From an optimization exercise on the open Yosys and OpenROAD flow, aimed at small area; shortcuts taken in it are not production practice. The RTL was checked by simulation tests, not by an equivalence proof against the original design. Power is estimated from default activity; no workload was simulated.

<file path="flow/design.v">
package queue_table_pkg;
    typedef logic [4-1:0] queue_idx_t;
    typedef logic [32-1:0] table_word_t;
    typedef logic [16-1:0] rb_ptr_t;
    typedef enum logic [2:0] {
        DSC_TAIL   = 3'd0,
        DSC_HEAD   = 3'd1,
        DSC_L_ADDR = 3'd2,
        DSC_H_ADDR = 3'd3,
        PKT_TAIL   = 3'd4,
        PKT_HEAD   = 3'd5,
        PKT_L_ADDR = 3'd6,
        PKT_H_ADDR = 3'd7
    } table_sel_e;
    typedef enum logic [1:0] {
        OP_NONE  = 2'd0,
        OP_READ  = 2'd1,
        OP_WRITE = 2'd2
    } port_op_e;
endpackage
module qt_aoi3 (
    input  logic [2:0] s,
    input  logic [2:0] d,
    output logic       y_n
);
    assign y_n = !((s[0] & d[0]) | (s[1] & d[1]) | (s[2] & d[2]));
endmodule
module qt_nand6 (
    input  logic [5:0] a,
    output logic       y
);
    assign y = !(&a);
endmodule
module qt_mux16 (
    input  logic [15:0] s,
    input  logic [15:0] d,
    output logic        y
);
    logic [5:0] g;
    for (genvar k = 0; k < 5; k++) begin : g_aoi
        qt_aoi3 u_aoi (.s(s[3*k +: 3]), .d(d[3*k +: 3]), .y_n(g[k]));
    end
    assign g[5] = !(s[15] & d[15]);
    qt_nand6 u_out (.a(g), .y(y));
endmodule
`timescale 1ns/1ps
module queue_table_top (
    input  logic                           pcie_clk,
    input  logic                           pcie_reset_n,
    input  logic [16-1:0] pcie_address_0,
    input  logic                           pcie_write_0,
    input  logic                           pcie_read_0,
    input  logic [511:0]                   pcie_writedata_0,
    input  logic [63:0]                    pcie_byteenable_0,
    output logic [511:0]                   pcie_readdata_0,
    output logic                           pcie_readdatavalid_0,
    input  logic                           queue_rd_en,
    input  logic [3:0]                     rd_queue,
    input  logic                           tail_wr_en,
    input  logic [3:0]                     wr_queue,
    input  logic [15:0]                    new_dsc_tail,
    input  logic [15:0]                    new_pkt_tail,
    output logic                           queue_ready,
    output logic [15:0]                    dsc_head,
    output logic [15:0]                    dsc_tail,
    output logic [63:0]                    dsc_buf_addr,
    output logic [15:0]                    pkt_head,
    output logic [15:0]                    pkt_tail,
    output logic [63:0]                    pkt_buf_addr
);
    localparam int NQ = 16;
    localparam int O0 = 0;      
    localparam int O1 = 16;     
    localparam int O2 = 48;     
    localparam int O3 = 80;     
    localparam int O4 = 112;    
    localparam int O5 = 128;    
    localparam int O6 = 160;    
    localparam int O7 = 192;    
    localparam int LW = 224;
    function automatic int tbl_of(input int b);
        tbl_of = (b >= O1) + (b >= O2) + (b >= O3) + (b >= O4) + (b >= O5) + (b >= O6) + (b >= O7);
    endfunction
    function automatic bit lk_bit(input int b);
        lk_bit = !((b >= O1 + 16 && b < O2) || (b >= O5 + 16 && b < O6));
    endfunction
    logic [3:0]    host_q;
    logic [LW-1:0] wdata;
    logic [7:0]    word_we;
    assign host_q = pcie_address_0[12 +: 4];
    assign wdata = {pcie_writedata_0[7*32 +: 32], pcie_writedata_0[6*32 +: 32],
                    pcie_writedata_0[5*32 +: 32], new_pkt_tail,
                    pcie_writedata_0[3*32 +: 32], pcie_writedata_0[2*32 +: 32],
                    pcie_writedata_0[1*32 +: 32], new_dsc_tail};
    always_comb begin
        for (int t = 0; t < 8; t++) begin
            if (t == 0 || t == 4)
                word_we[t] = pcie_reset_n && tail_wr_en;
            else
                word_we[t] = pcie_reset_n && pcie_write_0 && (&pcie_byteenable_0[4*t +: 4]);
        end
    end
    logic [LW-1:0] line [NQ];
    for (genvar q = 0; q < NQ; q++) begin : g_q
        logic [7:0] we;
        always_comb begin
            for (int t = 0; t < 8; t++)
                we[t] = word_we[t] && (((t == 0 || t == 4) ? wr_queue : host_q) == q);
        end
        for (genvar b = 0; b < LW; b++) begin : g_b
            always_ff @(posedge pcie_clk)
                if (we[tbl_of(b)]) line[q][b] <= wdata[b];
        end
    end
    logic [3:0]    lk_q;        
    logic [3:0]    rd_q;        
    logic [15:0]   lk_sel, rd_sel;
    logic [LW-1:0] lk_line, rd_line_d;
    always_comb begin
        for (int i = 0; i < NQ; i++) begin
            lk_sel[i] = (lk_q == i);
            rd_sel[i] = (rd_q == i);
        end
    end
    for (genvar b = 0; b < LW; b++) begin : g_rd
        logic [15:0] col;
        for (genvar q = 0; q < NQ; q++) begin : g_col
            assign col[q] = line[q][b];
        end
        if (lk_bit(b)) begin : g_lk
            qt_mux16 u_lk (.s(lk_sel), .d(col), .y(lk_line[b]));
        end else begin : g_nolk
            assign lk_line[b] = 1'b0;
        end
        qt_mux16 u_rd (.s(rd_sel), .d(col), .y(rd_line_d[b]));
    end
    logic         lk_v1, lk_v2;
    logic [191:0] lk_a, lk_b;
    always_ff @(posedge pcie_clk) begin
        lk_q        <= rd_queue;
        lk_v1       <= pcie_reset_n && queue_rd_en;
        lk_v2       <= lk_v1;
        queue_ready <= lk_v2;
        lk_a <= {lk_line[O7 +: 32], lk_line[O6 +: 32], lk_line[O5 +: 16], lk_line[O4 +: 16],
                 lk_line[O3 +: 32], lk_line[O2 +: 32], lk_line[O1 +: 16], lk_line[O0 +: 16]};
        lk_b <= lk_a;
    end
    assign dsc_tail     = lk_b[0   +: 16];
    assign dsc_head     = lk_b[16  +: 16];
    assign dsc_buf_addr = lk_b[32  +: 64];
    assign pkt_tail     = lk_b[96  +: 16];
    assign pkt_head     = lk_b[112 +: 16];
    assign pkt_buf_addr = lk_b[128 +: 64];
    logic          reg_read;
    logic          rd_pending;
    logic [2:0]    rd_issued;
    logic [LW-1:0] rd_line;
    assign reg_read = pcie_read_0 && (pcie_address_0[12-1:6] == '0);
    always_ff @(posedge pcie_clk) begin
        if (!pcie_reset_n) begin
            rd_pending   <= 1'b0;
            rd_issued[0] <= 1'b0;
        end else begin
            rd_issued[0] <= rd_pending && !pcie_write_0;
            if (reg_read)           rd_pending <= 1'b1;
            else if (!pcie_write_0) rd_pending <= 1'b0;
        end
        rd_issued[2:1]       <= rd_issued[1:0];
        pcie_readdatavalid_0 <= rd_issued[2];
        if (reg_read) rd_q <= host_q;
    end
    for (genvar b = 0; b < LW; b++) begin : g_hold
        always_ff @(posedge pcie_clk)
            if (rd_pending) rd_line[b] <= rd_line_d[b];
    end
    assign pcie_readdata_0 = {256'd0,
                              rd_line[O7 +: 32], rd_line[O6 +: 32], rd_line[O5 +: 32],
                              16'd0, rd_line[O4 +: 16],
                              rd_line[O3 +: 32], rd_line[O2 +: 32], rd_line[O1 +: 32],
                              16'd0, rd_line[O0 +: 16]};
endmodule
</file>
<file path="flow/run.sh">
#!/bin/bash
# synth_recipe.tcl (not shown) runs the flow's synth.tcl, then flattens the netlist and writes it again
# the make line also repeats each setting of config.mk as NAME=value (left out here)
make -C /OpenROAD-flow-scripts/flow DESIGN_CONFIG=/design/flow/config.mk WORK_HOME=/design/flow/orfs CLKGATE_MAP_FILE= SYNTH_SCRIPT=/design/flow/synth_recipe.tcl finish
</file>
<file path="flow/config.mk">
export PLATFORM = sky130hd
export DESIGN_NAME = queue_table_top
export DESIGN_NICKNAME = queue_table_top
export VERILOG_FILES = /design/flow/design.v
export SDC_FILE = /design/flow/constraint.sdc
export NUM_CORES = 4
export LEC_CHECK = 0
export CAP_MARGIN = 20
export CORE_MARGIN = 2
export CORE_UTILIZATION = 40
export CTS_BUF_LIST = sky130_fd_sc_hd__clkbuf_8
export SLEW_MARGIN = 20
export SYNTH_HIERARCHICAL = 1
export SYNTH_MEMORY_MAX_BITS = 8192
</file>
<file path="flow/constraint.sdc">
create_clock -name core_clock -period 5.0 [get_ports {pcie_clk}]
set_input_delay 1.0000 -clock core_clock [delete_from_list [all_inputs] [get_ports {pcie_clk}]]
set_output_delay 1.0000 -clock core_clock [all_outputs]
set_load 0.01 [all_outputs]
</file>
==> notes.md, run 1 <==
Die Ht=between 600 and 700 um; final hold slack=0.292 ns; largest net degree at the start of global routing=128; Peak VDD IR=0.000285 V; initial antenna violation count=147; first-pass GRT wire length=approximately 770000 um; RSZ-0062 raised after global routing=false; core area=383000 um^2; period utilization=~72%; Worst-path clk slew=roughly 0.06 ns; FF-to-FF path depth=7; R2R setup slack=roughly 1.4 ns; Critical Path Slowest Stage Cell=dfxtp_1; Slew @ Worst Pin=around 1.3 ns; Max Root-Sink Buffers=4; post-layout net count=between 10000 and 15000; r2r endpoint=lk_a[75]; hold_buf cts=0; most frequent cells in the layout=edfxtp_1, a222oi_1, clkbuf_8, clkdlybuf4s50_1, nand2_1; CTS tree=built; via density per instance=6.79; CTS resizes=0; MaxCap Viol Count=0; row count=approximately 230; Critical Path AT=around 2.6 ns; die area=390000 um^2; critical path endpoint category=output port; Synth area leaders=edfxtp_1, a222oi_1, dfxtp_1, and4_1, buf_4; CP endpoint=pkt_tail[0]; pre-CTS WS=roughly 0.81 ns; f_max=between 0.2 and 0.3 GHz; TritonCTS Buffers=roughly 680; setup violators final=0; Final Skew=around 0.080 ns; max-slew violations=0; via count=~100k; number of flops mapped to enable cells by yosys=3812; path category of the worst min-delay check=flop to flop; worst-path maximum fanout=1; IO buf count=just under 700; first-iteration detailed-routing DRC count=approximately 24000; die width=roughly 620 um; CTS HTree Levels=6; Antenna Violating Nets Remaining=0; worst path required time=~4.0 ns; Remaining DRCs=0; Clock Latency Late Sink=roughly 1.3 ns; share of the synthesized area in the top cell type=roughly 74%; mapped cell area=154000 um^2; critical path class=flop to output port; Root Buffer Master=clkbuf_8; Hold Fails Final Rpt=0; DP HPWL=about 300000 um; final worst slack=1.41 ns; Routability Congestion=between 0.7 and 0.8; Syn Inst Count=~8000; worst slew margin relative to its limit=between 15 and 20%; crit-path max cell delay=~0.67 ns; IO Pins=~1300; Async SR Flop Fraction=0%; P per Cell Area=roughly 390 nW/um^2; crit-path cells=clkdlybuf4s50_1; postcts setup bufs=0; launch point of the critical path=lk_b[96]; effective utilization at floorplan=between 40 and 50%; cell class contributing the biggest share of worst-path delay=flip-flops; most common cell after layout, fill and taps aside=edfxtp_1; ys flop type=edfxtp_1; Wirelength per Cell=36.9 um; grt ovf=0; status=timing/DRC/antenna clean; vias in the first global route=slightly above 100k; CP bufs+invs=1; Sink Count=between 4000 and 5000; TNS Setup=0 ns; layout cells sized above 1=a little over an eighth; WL final=567000 um; P_leak=approximately 57 nW; area grow syn2layout=19.5%; Syn Area/Cell=approximately 19 um^2; sequential share of the synthesized area=79.5%; #FFs+latches synth=~4200; count of unique library cells instantiated by Yosys=26; min Tclk post-route=about 3.6 ns; Synth Warn #=8; Worst R2R Start=lk_q[2]; Total Power=71.2 mW; CP Depth=1; Worst Setup Start Kind=flop; drt pass-1 iters=13; Total GRT Usage=27.7%; post-synth top area cell=edfxtp_1
report_power, final:
part,leakage (nW),switching [mW],total [mW],internal [mW]
combinational,11.9,1.64,2.60,0.960
sequential,37.6,0.358,39.2,38.8
clock,7.76,14.1,29.4,15.3
flip-flops by register name, summed over array words and instances (netlist names):
name,flops
lk_v1,1
lk_v2,1
rd_q,4
queue_ready,1
line,3584
pcie_readdatavalid_0,1
lk_q,4
rd_pending,1
rd_line,224
lk_b,192
lk_a,192
rd_issued,3
worst min-delay path by stage:
stage          cells past startpoint    startpoint           end
6_report                           0     lk_a[128]     lk_b[128]
5_1_grt                            0     lk_a[158]     lk_b[158]
3_5_place_dp                       0     lk_a[130]     lk_b[130]
2_1_floorplan                      0       lk_a[0]       lk_b[0]
3_3_place_gp                       0  rd_issued[1]  rd_issued[2]
4_1_cts                            2   queue_rd_en         lk_v1
cells by family (layout without fill, tap and decap cells):
family                 Yosys count  after routing  synth area share, %
buffers and inverters          314           2231                 1.48
AOI/OAI and AO/OA             2081           2081                 13.5
other                            1            371              0.00244
and+or+nand+nor               1440           1440                 5.50
DFF                           4208           4208                 79.5
modules after synthesis, one instance, submodules excluded:
module	cell area (um^2)	cells	flip-flops and latches
qt_aoi3	10.0	1	0
queue_table_top	126000	4716	4208
qt_mux16	3.75	1	0
qt_nand6	13.8	2	0
cell type report:
cell class                 count  area (um^2)
timing repair buffer         981        10300
fill                       31803       199000
clock buffer                 748        10300
tap                         5038         6300
clock inverter               502         3190
antenna                       83          208
multi-input combinational   3809        31300
sequential                  4208       122000
per-stage QoR:
step | instances | utilization [%] | cell area [um^2]
4_1_cts | 15286 | 48.0 | 184000
5_1_grt | 15351 | 48.1 | 184000
6_report | 15369 | 48.1 | 184000
2_1_floorplan | 8331 | - | 155000
3_5_place_dp | 14036 | 44.5 | 170000
3_3_place_gp | 14031 | 44.5 | 170000
metal layers:
| metal | vias up | GRT usage [%] | part of all wire, % |
|---|---|---|---|
| met3 | 1670 | 6.84 | 13 |
| met4 | 74 | 18.7 | 6.8 |
| li1 | 41186 | - | - |
| met2 | 8975 | 43.5 | 46 |
| met5 | - | 0 | 0.083 |
| met1 | 52390 | 34.1 | 34 |
Yosys cell counts (all sizes together), types with 2 or more instances:
| library cell | instances |
|---|---|
| nor4 | 3 |
| or4b | 4 |
| and3 | 2 |
| and4 | 416 |
| nor3 | 112 |
| buf | 304 |
| dfxtp | 396 |
| clkbuf | 10 |
| nand3 | 416 |
| nor2 | 31 |
| nand4 | 8 |
| nand4b | 6 |
| a222oi | 2080 |
| nand2 | 422 |
| nand2b | 10 |
| nand4bb | 7 |
| edfxtp | 3812 |
==> run 2, diff against run 1 <==
--- a/flow/design.v
+++ b/flow/design.v
@@ -44,2 +44,32 @@
     qt_nand6 u_out (.a(g), .y(y));
+endmodule
+module qt_nand7 (
+    input  logic [6:0] a,
+    output logic       y
+);
+    assign y = !(&a);
+endmodule
+module qt_mux16h (
+    input  logic [15:0] s,
+    input  logic [15:0] d,
+    input  logic        hold,
+    input  logic        q,
+    output logic        y
+);
+    logic [6:0] g;
+    for (genvar k = 0; k < 5; k++) begin : g_aoi
+        qt_aoi3 u_aoi (.s(s[3*k +: 3]), .d(d[3*k +: 3]), .y_n(g[k]));
+    end
+    assign g[5] = !(s[15] & d[15]);
+    assign g[6] = !(hold & q);
+    qt_nand7 u_out (.a(g), .y(y));
+endmodule
+module qt_hold (
+    input  logic we,
+    input  logic we_n,
+    input  logic wd,
+    input  logic q,
+    output logic d
+);
+    assign d = (we & wd) | (we_n & q);
 endmodule
@@ -110,4 +140,7 @@
         for (genvar b = 0; b < LW; b++) begin : g_b
+            logic nxt;
+            qt_hold u_hold (.we(we[tbl_of(b)]), .we_n(!we[tbl_of(b)]), .wd(wdata[b]),
+                            .q(line[q][b]), .d(nxt));
             always_ff @(posedge pcie_clk)
-                if (we[tbl_of(b)]) line[q][b] <= wdata[b];
+                line[q][b] <= nxt;
         end
@@ -116,4 +149,5 @@
     logic [3:0]    rd_q;        
+    logic          rd_pending;  
     logic [15:0]   lk_sel, rd_sel;
-    logic [LW-1:0] lk_line, rd_line_d;
+    logic [LW-1:0] lk_line, rd_line_d, rd_line;
     always_comb begin
@@ -121,3 +155,3 @@
             lk_sel[i] = (lk_q == i);
-            rd_sel[i] = (rd_q == i);
+            rd_sel[i] = rd_pending && (rd_q == i);
         end
@@ -134,3 +168,3 @@
         end
-        qt_mux16 u_rd (.s(rd_sel), .d(col), .y(rd_line_d[b]));
+        qt_mux16h u_rd (.s(rd_sel), .d(col), .hold(!rd_pending), .q(rd_line[b]), .y(rd_line_d[b]));
     end
@@ -154,5 +188,3 @@
     logic          reg_read;
-    logic          rd_pending;
     logic [2:0]    rd_issued;
-    logic [LW-1:0] rd_line;
     assign reg_read = pcie_read_0 && (pcie_address_0[12-1:6] == '0);
@@ -173,3 +205,3 @@
         always_ff @(posedge pcie_clk)
-            if (rd_pending) rd_line[b] <= rd_line_d[b];
+            rd_line[b] <= rd_line_d[b];
     end
==> flow/flow/run.sh (new file) <==
#!/bin/bash
# Standard ORFS layout (the standard.sh, standard synthesis unchanged) with two knobs
# passed through the environment:
#  - port buffers use the smallest buffer cell
#  - clock tree built from larger sink clusters, without dummy loads
set -euo pipefail
export BUFFER_PORTS_ARGS="-buffer_cell sky130_fd_sc_hd__buf_1"
export CTS_ARGS="-sink_clustering_enable -repair_clock_nets -buf_list sky130_fd_sc_hd__clkbuf_8 -sink_clustering_size 16 -sink_clustering_max_diameter 45 -dont_use_dummy_load"
bash standard.sh > standard.log 2>&1
==> flow/standard.sh (new file) <==
#!/bin/bash
# synth_recipe.tcl (not shown) runs the flow's synth.tcl, then flattens the netlist and writes it again
# the make line also repeats each setting of config.mk as NAME=value (left out here)
make -C /OpenROAD-flow-scripts/flow DESIGN_CONFIG=/design/flow/config.mk WORK_HOME=/design/flow/orfs CLKGATE_MAP_FILE= SYNTH_SCRIPT=/design/flow/synth_recipe.tcl "${@:-finish}"
removed: flow/run.sh
==> run 2 against run 1 <==
  * Combinational power increased by 23%
  * Hold slack got worse by 0.17 ns
  * Sequential share of layout area decreased by 17 points
  * Clock skew increased by 0.075 ns
  * Register-to-register slack improved by 0.18 ns
  * Non-clock buffer count increased by 129
  * Critical endpoint is now rd_line[147]
  * Largest cell class unchanged
==> notes.md, run 2 <==
status=timing/DRC/antenna clean (unchanged); Root Buffer Master=clkbuf_8 (unchanged); Final Skew=0.155 ns (was 0.0804 ns); Remaining DRCs=0 (unchanged); Die Ht=615 um (was 624 um); initial antenna violation count=111 (was 147); worst path required time=6.06 ns (was 4.00 ns); ys flop type=dfxtp_1 (was edfxtp_1); f_max=0.295 GHz (was 0.279 GHz); pre-CTS WS=0.714 ns (was 0.810 ns); min Tclk post-route=3.39 ns (was 3.59 ns); met2 WL=291000 um (was 262000 um); MaxCap Viol Count=0 (unchanged); max-slew violations=0 (unchanged); Critical Path Slowest Stage Cell=edfxtp_1 (was dfxtp_1); via density per instance=7.53 (was 6.79); period utilization=67.8% (was 71.8%); Total GRT Usage=35.7% (was 27.7%); Worst R2R Start=rd_q[3] (was lk_q[2]); RSZ-0062 raised after global routing=false (unchanged); worst slew margin relative to its limit=8.56% (was 16.2%); Syn Inst Count=12039 (was 8044); Reg with most FFs=line (unchanged); layout cells sized above 1=8.65% (was 13.1%); critical path endpoint category=flop (was output port); share of the synthesized area in the top cell type=56.3% (was 74.3%); Clock Latency Late Sink=1.23 ns (was 1.26 ns); Net Sw Frac=25.1% (was 22.7%); hold wc startpoint=pcie_read_0 (was lk_a[128]); Sequential Power Share=60.9% (was 55.0%); grt ovf=0 (unchanged); IO buf count=689 (unchanged); Sink Count=4208 (unchanged); crit-path cells=nand2b_1 -> nor3_4 -> buf_12 -> a222oi_1 -> and4_1 -> nand4_1 (was clkdlybuf4s50_1); TritonCTS Buffers=479 (was 676); path category of the worst min-delay check=input port to flop (was flop to flop); Routability Congestion=0.819 (was 0.797); Syn Area/Cell=12.4 um^2 (was 19.1 um^2); biggest regs=line x3584, rd_line x224 (unchanged); Net Sw Power=15.1 mW (was 16.1 mW); IO Pins=1344 (unchanged); internal power=45.0 mW (was 55.1 mW); area grow syn2layout=13.4% (was 19.5%); final worst slack=1.61 ns (was 1.41 ns); most common cell after layout, fill and taps aside=dfxtp_1 (was edfxtp_1); post-layout net count=14202 (was 10314); critical path class=flop to flop (was flop to output port); WHS Path Cells=2 (was 0); vias in the first global route=130956 (was 103074); post-route cell area=170000 um^2 (was 184000 um^2); Clk network pwr share=33.8% (was 41.3%); worst-path maximum fanout=96 (was 1); FF-to-FF path depth=6 (was 7); Total Power=60.1 mW (was 71.2 mW); Comb pwr share=5.3% (was 3.7%); post-synth top area cell=dfxtp_1 (was edfxtp_1); Hold Fails Final Rpt=0 (unchanged); mapped cell area=149000 um^2 (was 154000 um^2); R2R setup slack=1.61 ns (was 1.43 ns); Async SR Flop Fraction=0% (unchanged); largest net degree at the start of global routing=125 (was 128); postcts setup bufs=0 (unchanged); TNS Setup=0 ns (unchanged); count of unique library cells instantiated by Yosys=36 (was 26); P_leak=59.8 nW (was 57.3 nW); effective utilization at floorplan=40.2% (about the same); Peak VDD IR=0.000283 V (was 0.000285 V); most frequent cells after synthesis=dfxtp_1, a22o_1, a222oi_1 (was edfxtp_1, a222oi_1, nand2_1); Placed Area=163000 um^2 (was 170000 um^2); row count=224 (was 227); WL met1=272000 um (was 191000 um); Max Root-Sink Buffers=4 (unchanged); P per Cell Area=355 nW/um^2 (was 387 nW/um^2); Wirelength per Cell=38.8 um (was 36.9 um); Synth Warn #=9 (was 8); Final Util=45.5% (was 48.1%); first-iteration detailed-routing DRC count=31155 (was 24385); setup violators final=0 (unchanged); die area=379000 um^2 (was 390000 um^2); DP HPWL=365000 um (was 296000 um); Slew @ Worst Pin=1.37 ns (was 1.26 ns); drt pass-1 iters=14 (was 13); Worst Setup Start Kind=flop (unchanged); first-pass GRT wire length=992000 um (was 768000 um); number of flops mapped to enable cells by yosys=4 (was 3812); core area=372000 um^2 (was 383000 um^2); Synth area leaders=dfxtp_1, a22o_1, a222oi_1, and4_1, nand2_1 (was edfxtp_1, a222oi_1, dfxtp_1, and4_1, buf_4); crit-path max cell delay=0.89 ns (was 0.67 ns); #FFs+latches synth=4208 (unchanged); most common cell in the netlist=dfxtp_1 (was edfxtp_1); top routing layer in use=met5 (unchanged); Antenna Violating Nets Remaining=0 (unchanged); r2r endpoint=rd_line[147] (was lk_a[75]); Hold Path End=rd_pending (was lk_b[128]); CTS HTree Levels=5 (was 6); sequential share of the synthesized area=56.4% (was 79.5%); via count=140183 (was 104295); die width=615 um (was 624 um); met3 wire length=114000 um (was 75000 um); WL final=722000 um (was 567000 um); most frequent cells in the layout=dfxtp_1, a22o_1, a222oi_1, buf_1, nand2_1 (was edfxtp_1, a222oi_1, clkbuf_8, clkdlybuf4s50_1, nand2_1); max reg flops=3584 (unchanged); CTS tree=built (unchanged); Worst-path clk slew=0.08 ns (was 0.06 ns); Critical Path AT=4.45 ns (was 2.59 ns)
==> run 2: Yosys stat by module, one instance, submodules excluded <==
module | times used | area (um^2) | flip-flops and latches
qt_nand7 | 224 | 15.0 | 0
qt_hold | 3584 | 8.76 | 0
qt_aoi3 | 2080 | 10.0 | 0
qt_mux16h | 224 | 7.51 | 0
qt_nand6 | 192 | 13.8 | 0
queue_table_top | 1 | 88800 | 4208
qt_mux16 | 192 | 3.75 | 0
==> run 2: cell type report <==
| class | instances | area [um^2] |
|---|---|---|
| clock buffer | 479 | 6590 |
| multi-input combinational | 7764 | 65300 |
| tap | 4972 | 6220 |
| antenna | 71 | 178 |
| inverter | 1 | 11.3 |
| fill | 34483 | 203000 |
| timing repair buffer | 1110 | 6970 |
| sequential | 4208 | 84300 |
==> run 2: worst max path at each step <==
stage	start	endpoint	slack, ns	cells past startpoint
CTS	rd_q[3]	rd_line[147]	1.75	6
finish	rd_q[3]	rd_line[147]	1.61	6
global placement	pcie_address_0[14]	line[1][60]	0.81	6
global route	rd_q[3]	rd_line[152]	1.59	6
detailed placement	pcie_address_0[14]	line[1][72]	0.71	6
floorplan	rd_q[1]	rd_line[0]	-1.37	3
==> run 2: cells by family (layout without fill, tap and decap cells) <==
kind of cell / Yosys count / after routing / share of synthesized area, %
buffers and inverters: 354 / 1590 / 1.65
AOI/OAI and AO/OA: 5665 / 5665 / 34.9
DFF: 4208 / 4208 / 56.4
and+or+nand+nor: 1811 / 1811 / 7.01
other: 1 / 359 / 0.00251
==> run 2: critical path: cells and delay by family (launching register included) <==
family / cells / cell delay [ns]
buf+inv: 1 / 0.64
compound gates: 1 / 0.33
flops: 1 / 0.89
simple gates: 4 / 1.35
==> run 2: power groups by stage <==
stage	Clock, mW	Sequential [mW]	Combinational [mW]
5_1_grt	21.7	36.8	3.37
2_1_floorplan	0	37.0	1.89
3_3_place_gp	0	37.2	3.01
6_report	20.3	36.6	3.19
4_1_cts	20.5	36.5	3.09
3_5_place_dp	0	37.2	3.08
==> run 2: stage by stage <==
stage | instances | hold WS, ns
CTS | 18533 | 0.0361
finish | 18605 | 0.118
global route | 18576 | 0.0718
floorplan | 12326 | 0.310
global placement | 18046 | 0.310
detailed placement | 18049 | 0.312
==> run 2: metal layers <==
layer,up-vias,track usage [%]
li1,56178,-
met1,68608,47.2
met2,12670,50.2
met3,2659,12.7
met4,68,20.2
met5,-,0.429
==> run 2: timing repair <==
action                                 in CTS  in global routing
endpoints found under the hold margin       5                  0
gates resized for setup                     0                  0
hold buffers                                5                  0
==> run 3, diff against run 2 <==
--- a/flow/config.mk
+++ b/flow/config.mk
@@ -7,7 +7,7 @@
 export LEC_CHECK = 0
-export CAP_MARGIN = 20
+export CAP_MARGIN = 10
 export CORE_MARGIN = 2
-export CORE_UTILIZATION = 40
+export CORE_UTILIZATION = 45
 export CTS_BUF_LIST = sky130_fd_sc_hd__clkbuf_8
-export SLEW_MARGIN = 20
+export SLEW_MARGIN = 10
 export SYNTH_HIERARCHICAL = 1
==> run 3 against run 2 <==
  * First-iteration DRC count up 3.9%
  * Non-clock buffer count down 31
  * Synthesized cell count unchanged
  * Clock skew down 0.0085 ns
  * Area after synthesis unchanged
==> notes.md, run 3 <==
Multi-input gate area=65100 um^2 (was 65300 um^2); hold wc startpoint=pcie_read_0 (unchanged); drt pass-1 iters=17 (was 14); WHS Path Cells=2 (unchanged); critical path class=flop to flop (unchanged); CTS HTree Levels=5 (unchanged); biggest regs=line x3584, rd_line x224 (unchanged); Async SR Flop Fraction=0% (unchanged); Max Root-Sink Buffers=4 (unchanged); P per Cell Area=357 nW/um^2 (was 355 nW/um^2); DP HPWL=369000 um (was 365000 um); Placed Area=162000 um^2 (was 163000 um^2); largest net degree at the start of global routing=119 (was 125); RSZ-0062 raised after global routing=false (unchanged); first-pass GRT wire length=1030000 um (was 992000 um); Worst-path clk slew=0.07 ns (was 0.08 ns); #FFs+latches synth=4208 (unchanged); setup violators final=0 (unchanged); Peak VDD IR=0.000235 V (was 0.000283 V); Routability Congestion=0.845 (was 0.819); core area=331000 um^2 (was 372000 um^2); Total GRT Usage=41.1% (was 35.7%); grt ovf=0 (unchanged); Antenna Violating Nets Remaining=0 (unchanged); Syn Area/Cell=12.4 um^2 (unchanged); Die Ht=580 um (was 615 um); CTS tree=built (unchanged); Sink Count=4208 (unchanged); # placed instances=17413 (was 18049); Register Area=84300 um^2 (unchanged); Critical Path AT=4.60 ns (was 4.45 ns); most common cell in the netlist=dfxtp_1 (unchanged); layout cells sized above 1=8.33% (was 8.65%); critical path endpoint category=flop (unchanged); r2r endpoint=rd_line[209] (was rd_line[147]); count of unique library cells instantiated by Yosys=36 (unchanged); sequential share of the synthesized area=56.4% (unchanged); worst slew margin relative to its limit=12.3% (was 8.56%); Hold Fails Final Rpt=0 (unchanged); Synth Warn #=9 (unchanged); worst-path maximum fanout=20 (was 96); FF-to-FF path depth=6 (unchanged); MaxCap Viol Count=0 (unchanged); post-synth top area cell=dfxtp_1 (unchanged); Final Skew=0.147 ns (was 0.155 ns); fill count=28969 (was 34483); Wirelength per Cell=41.2 um (was 38.8 um); period utilization=70.3% (was 67.8%); IO buf count=689 (unchanged); row count=211 (was 224); WL final=740000 um (was 722000 um); path category of the worst min-delay check=input port to flop (unchanged); first-iteration detailed-routing DRC count=32356 (was 31155); Clock Latency Late Sink=1.29 ns (was 1.23 ns); most frequent cells in the layout=dfxtp_1, a22o_1, a222oi_1, buf_1, nand2_1 (unchanged); IO Pins=1344 (unchanged); effective utilization at floorplan=45.2% (was 40.2%); P_leak=59.7 nW (was 59.8 nW); vias in the first global route=141410 (was 130956); Hold Path End=rd_pending (unchanged); final hold slack=0.0517 ns (was 0.118 ns); postcts setup bufs=0 (unchanged); via density per instance=8.11 (was 7.53); Syn Inst Count=12039 (unchanged); f_max=0.284 GHz (was 0.295 GHz); via count=145745 (was 140183); Remaining DRCs=0 (unchanged); post-layout net count=14174 (was 14202); Non-Filler Instances=17969 (was 18605); die area=337000 um^2 (was 379000 um^2); most frequent cells after synthesis=dfxtp_1, a22o_1, a222oi_1 (unchanged); ys flop type=dfxtp_1 (unchanged); initial antenna violation count=124 (was 111); worst path required time=6.09 ns (was 6.06 ns); R2R setup slack=1.48 ns (was 1.61 ns); Total Power=60.1 mW (about the same); max-slew violations=0 (unchanged); Slew @ Worst Pin=1.32 ns (was 1.37 ns); Reg with most FFs=line (unchanged); most common cell after layout, fill and taps aside=dfxtp_1 (unchanged); min Tclk post-route=3.52 ns (was 3.39 ns); area grow syn2layout=12.7% (was 13.4%); die width=580 um (was 615 um); mapped cell area=149000 um^2 (unchanged); share of the synthesized area in the top cell type=56.3% (unchanged); max reg flops=3584 (unchanged); Root Buffer Master=clkbuf_8 (unchanged); Synth area leaders=dfxtp_1, a22o_1, a222oi_1, and4_1, nand2_1 (unchanged); Worst Setup Start Kind=flop (unchanged); Worst R2R Start=rd_pending (was rd_q[3]); status=timing/DRC/antenna clean (unchanged); TritonCTS Buffers=482 (was 479); post-route cell area=168000 um^2 (was 170000 um^2); number of flops mapped to enable cells by yosys=4 (unchanged)
==> run 3: cell counts after synthesis <==
Identical to the previous run, type by type.
==> run 3: kinds of logic (layout without fill, tap and decap cells) <==
family                 after synthesis  count (layout)  share of synthesized area [%]
AO/OA/AOI/OAI                     5665            5665                           34.9
buffers and inverters              354            1562                           1.65
other                                1             357                        0.00251
AND/OR/NAND/NOR                   1811            1811                           7.01
flip-flops                        4208            4208                           56.4
==> run 3: per-module statistics from Yosys, one instance, submodules excluded <==
module / flip-flops and latches / copies in the design / cells inside
qt_aoi3: 0 / 2080 / 1
qt_hold: 0 / 3584 / 1
queue_table_top: 4208 / 1 / 4903
qt_mux16h: 0 / 224 / 2
qt_nand7: 0 / 224 / 2
qt_mux16: 0 / 192 / 1
qt_nand6: 0 / 192 / 2
==> run 3: metrics by stage <==
stage / setup TNS (ns) / setup slack, ns / util, %
CTS: 0 / 1.58 / 50.9
global placement: 0 / 1.37 / 48.9
finish: 0 / 1.48 / 51.0
global route: 0 / 1.49 / 50.9
floorplan: -365.41 / -1.37 / -
detailed placement: 0 / 1.24 / 48.9
==> run 3: worst max path at each step <==
stage / startpoint / endpoint / slack, ns / cells after the start
after floorplan: rd_q[1] / rd_line[0] / -1.37 / 3
after global placement: pcie_address_0[15] / line[12][69] / 1.37 / 5
after detailed placement: pcie_address_0[13] / line[14][67] / 1.24 / 5
after CTS: rd_q[3] / rd_line[156] / 1.58 / 6
after global routing: rd_pending / rd_line[209] / 1.49 / 6
final: rd_pending / rd_line[209] / 1.48 / 6
==> run 3: routing by layer <==
| layer | vias up | global-route usage (%) | share of wire (%) | wire [um] |
|---|---|---|---|---|
| met2 | 14650 | 58.3 | 41 | 300000 |
| met3 | 3616 | 15.8 | 17 | 125000 |
| met5 | - | 0.156 | 0.082 | 606 |
| li1 | 56150 | - | - | - |
| met1 | 71235 | 51.7 | 35 | 260000 |
| met4 | 94 | 27.0 | 7.4 | 54400 |
==> run 3: area by class of cell <==
class	instances	area share (%)
Sequential cell	4208	50.0
Tap cell	4366	3.24
Antenna cell	69	0.102
Timing Repair Buffer	1079	4.04
Clock buffer	482	3.94
Multi-Input combinational cell	7764	38.6
Inverter	1	0.00668
==> run 3: where the power goes <==
group          switching [mW]  internal [mW]
Sequential               1.34           35.3
Clock                    11.9           8.46
Combinational            1.86           1.33
Total                    15.1           45.1
==> run 3: timing repair <==
action / in CTS / in global routing
hold buffers: 4 / 0
resized for setup: 0 / 0
endpoints found under the hold margin: 4 / 0
==> run 3: worst max-delay path, stage by stage, from the launching register on <==
cell,delay (ns)
dfxtp_1,0.94
nand3b_1,0.32
nor2_4,1.00
buf_4,0.58
a222oi_1,0.13
and4_1,0.26
nand4_1,0.09
==> run 4, diff against run 3 <==
--- a/flow/flow/run.sh
+++ b/flow/flow/run.sh
@@ -7,3 +7,3 @@
 export BUFFER_PORTS_ARGS="-buffer_cell sky130_fd_sc_hd__buf_1"
-export CTS_ARGS="-sink_clustering_enable -repair_clock_nets -buf_list sky130_fd_sc_hd__clkbuf_8 -sink_clustering_size 16 -sink_clustering_max_diameter 45 -dont_use_dummy_load"
+export CTS_ARGS="-sink_clustering_enable -repair_clock_nets -buf_list sky130_fd_sc_hd__clkbuf_8 -sink_clustering_size 14 -sink_clustering_max_diameter 80 -dont_use_dummy_load"
 bash standard.sh > standard.log 2>&1
--- a/flow/config.mk
+++ b/flow/config.mk
@@ -7,7 +7,7 @@
 export LEC_CHECK = 0
-export CAP_MARGIN = 10
+export CAP_MARGIN = 20
 export CORE_MARGIN = 2
-export CORE_UTILIZATION = 45
+export CORE_UTILIZATION = 40
 export CTS_BUF_LIST = sky130_fd_sc_hd__clkbuf_8
-export SLEW_MARGIN = 10
+export SLEW_MARGIN = 20
 export SYNTH_HIERARCHICAL = 1
==> run 4 against run 3 <==
  * Still clean on timing, DRC and antenna
  * Largest power group unchanged
  * Setup slack gained 0.21 ns
  * Combinational power is essentially flat
  * Synthesized cell count is the same
==> notes.md, run 4 <==
IO Pins=1344 (unchanged); Async SR Flop Fraction=0% (unchanged); Antenna Violating Nets Remaining=0 (unchanged); vias in the first global route=129968 (was 141410); #FFs+latches synth=4208 (unchanged); Synth Warn #=9 (unchanged); CTS HTree Levels=5 (unchanged); Hold Fails Final Rpt=0 (unchanged); Remaining DRCs=0 (unchanged); grt ovf=0 (unchanged); Root Buffer Master=clkbuf_8 (unchanged); Syn Area/Cell=12.4 um^2 (unchanged); final hold slack=0.180 ns (was 0.0517 ns); via count=139521 (was 145745); WL met1=272000 um (was 260000 um); most frequent cells in the layout=dfxtp_1, a22o_1, a222oi_1, buf_1, nand2_1 (unchanged); Die Ht=615 um (was 580 um); max-slew violations=0 (unchanged); critical path class=flop to flop (unchanged); IO buf count=689 (unchanged); worst path required time=6.07 ns (was 6.09 ns); drt pass-1 iters=15 (was 17); Max Root-Sink Buffers=4 (unchanged); Sink Count=4208 (unchanged); TNS Setup=0 ns (unchanged); most common cell in the netlist=dfxtp_1 (unchanged); Total Power=57.4 mW (was 60.1 mW); most frequent cells after synthesis=dfxtp_1, a22o_1, a222oi_1 (unchanged); P per Cell Area=342 nW/um^2 (was 357 nW/um^2); final worst slack=1.70 ns (was 1.48 ns); postcts setup bufs=0 (unchanged); via density per instance=7.56 (was 8.11); row count=224 (was 211); layout cells sized above 1=7.76% (was 8.33%); f_max=0.303 GHz (was 0.284 GHz); cell class contributing the biggest share of worst-path delay=simple AND/OR/NAND/NOR gates (unchanged); fill count=34585 (was 28969); worst-path maximum fanout=96 (was 20); Critical Path AT=4.37 ns (was 4.60 ns); Worst Setup Start Kind=flop (unchanged); ys flop type=dfxtp_1 (unchanged); Worst-path clk slew=0.10 ns (was 0.07 ns); period utilization=66.1% (was 70.3%); post-layout net count=14073 (was 14174); Slew @ Worst Pin=1.23 ns (was 1.32 ns); Final Skew=0.106 ns (was 0.147 ns); CTS tree=built (unchanged); initial antenna violation count=115 (was 124); first-iteration detailed-routing DRC count=31195 (was 32356); worst slew margin relative to its limit=17.7% (was 12.3%); Routability Congestion=0.819 (was 0.845); Critical Path Slowest Stage Cell=edfxtp_1 (was nor2_4); TritonCTS Buffers=348 (was 482); effective utilization at floorplan=40.2% (was 45.2%); P_leak=58.9 nW (was 59.7 nW); most common cell after layout, fill and taps aside=dfxtp_1 (unchanged); Reg with most FFs=line (unchanged); Clock Latency Late Sink=1.17 ns (was 1.29 ns); min Tclk post-route=3.30 ns (was 3.52 ns); crit-path cells=nand2b_1 -> nor3_4 -> buf_12 -> a222oi_1 -> and4_1 -> nand4_1 (was nand3b_1 -> nor2_4 -> buf_4 -> a222oi_1 -> and4_1 -> nand4_1); critical path endpoint category=flop (unchanged); die area=379000 um^2 (was 337000 um^2); top routing layer in use=met5 (unchanged); path category of the worst min-delay check=input port to flop (unchanged); sequential share of the synthesized area=56.4% (unchanged); Total GRT Usage=35.7% (was 41.1%); mapped cell area=149000 um^2 (unchanged); DP HPWL=365000 um (was 369000 um); status=timing/DRC/antenna clean (unchanged); die width=615 um (was 580 um); Synth area leaders=dfxtp_1, a22o_1, a222oi_1, and4_1, nand2_1 (unchanged); first-pass GRT wire length=990000 um (was 1030000 um); core area=372000 um^2 (was 331000 um^2); Multi-input gate area=65300 um^2 (was 65100 um^2); setup violators final=0 (unchanged); crit-path max cell delay=0.89 ns (was 1.00 ns); met2 WL=292000 um (was 300000 um); Peak VDD IR=0.000207 V (was 0.000235 V); number of flops mapped to enable cells by yosys=4 (unchanged); CP bufs+invs=1 (unchanged); share of the synthesized area in the top cell type=56.3% (unchanged); biggest regs=line x3584, rd_line x224 (unchanged); max reg flops=3584 (unchanged); pre-CTS WS=0.714 ns (was 1.24 ns); largest net degree at the start of global routing=125 (was 119); Wirelength per Cell=39.1 um (was 41.2 um); WL final=722000 um (was 740000 um); count of unique library cells instantiated by Yosys=36 (unchanged); post-synth top area cell=dfxtp_1 (unchanged); Register Area=84300 um^2 (unchanged); area grow syn2layout=12.2% (was 12.7%); met3 wire length=113000 um (was 125000 um); RSZ-0062 raised after global routing=false (unchanged); Syn Inst Count=12039 (unchanged); MaxCap Viol Count=0 (unchanged)
==> run 4: cell counts after synthesis <==
No cell type changed its count.
==> run 4: layer usage <==
layer	track usage, %	vias to the layer above
li1	-	55926
met3	12.2	2576
met4	19.8	86
met1	47.4	68242
met2	50.4	12691
met5	0.379	-
==> run 4: where the power goes <==
group	total (mW)	switching, mW	internal (mW)
Sequential	36.6	1.31	35.3
Combinational	3.19	1.85	1.34
Clock	17.7	11.5	6.22
==> run 4: tightest hold or removal path, stage by stage <==
cell	delay, ns
buf_1	0.07
nor4_1	0.05
a41o_1	0.21
==> run 4: final cells by class <==
type / count / area share (%)
Clock buffer: 348 / 2.86
Antenna cell: 57 / 0.0851
Timing Repair Buffer: 1112 / 4.17
Multi-Input combinational cell: 7764 / 38.9
Tap cell: 4972 / 3.71
Inverter: 1 / 0.00671
Sequential cell: 4208 / 50.3
==> run 4: modules after synthesis, one instance, submodules excluded <==
| module | cell area (um^2) | flops+latches | times used |
|---|---|---|---|
| qt_nand6 | 13.8 | 0 | 192 |
| qt_nand7 | 15.0 | 0 | 224 |
| queue_table_top | 88800 | 4208 | 1 |
| qt_mux16h | 7.51 | 0 | 224 |
| qt_aoi3 | 10.0 | 0 | 2080 |
| qt_mux16 | 3.75 | 0 | 192 |
| qt_hold | 8.76 | 0 | 3584 |
==> run 4: path summary, 6_finish.rpt <==
check,to,slack (ns),from,depth (start not counted)
worst max-delay path,rd_line[147],1.70,rd_q[3],6
worst min-delay path,rd_pending,0.18,pcie_address_0[8],3
worst max register to register,rd_line[147],1.70,rd_q[3],6
worst min register to register,lk_b[144],0.28,lk_a[144],0
==> run 4: repair_timing <==
action                    in CTS  in global routing
hold endpoints to repair       6                  0
hold buffers                   6                  0
gates resized for setup        0                  0
==> run 4: per-stage QoR <==
stage | area, um^2 | instances | util [%]
2_1_floorplan | 151000 | 12326 | -
3_3_place_gp | 163000 | 18046 | 43.7
3_5_place_dp | 163000 | 18049 | 43.7
4_1_cts | 168000 | 18403 | 45.0
5_1_grt | 168000 | 18443 | 45.0
6_report | 168000 | 18462 | 45.1
==> run 4: cell families (layout without fill, tap and decap cells) <==
family                 count (synthesis)  after routing  synth area share, %
flip-flops                          4208           4208                 56.4
other                                  1            345              0.00251
AND/OR/NAND/NOR                     1811           1811                 7.01
AO/OA/AOI/OAI                       5665           5665                 34.9
buffers and inverters                354           1461                 1.65

-- separate check: timing with driven ports --
The results above use ideal ports. As a check the final layouts listed here were re-extracted and re-timed, cells and wires unchanged. Step 1 (the two cells are an assumption about what drives the block):
set clk [get_ports {pcie_clk}]
set_driving_cell -lib_cell sky130_fd_sc_hd__clkbuf_16 $clk
set_driving_cell -lib_cell sky130_fd_sc_hd__buf_2 [delete_from_list [all_inputs] $clk]
Step 2 also shifts input and output timing later by t, the mid clock arrival at the registers, as if the neighbouring blocks saw the same clock. a / b / c = ideal / step 1 / step 2; a / b = the first two.
run | shift t [ns] | slack for setup (ns) | hold slack, ns
run 1 | 1.333 | 1.410 / 1.304 / 0.617 | 0.292 / 0.275 / 0.292
run 2 | 1.256 | 1.610 / 1.610 / 0.574 | 0.118 / 0.026 / 0.272
run 3 | 1.329 | 1.484 / 1.484 / 0.914 | 0.052 / -0.049 / 0.202
run 4 | 1.242 | 1.697 / 1.672 / 0.605 | 0.180 / 0.086 / 0.279
After both steps setup and hold are still met in every run listed. For run 4, which loses most, drivers alone change the setup slack by -0.025 ns; drivers and shift together by -1.092 ns.
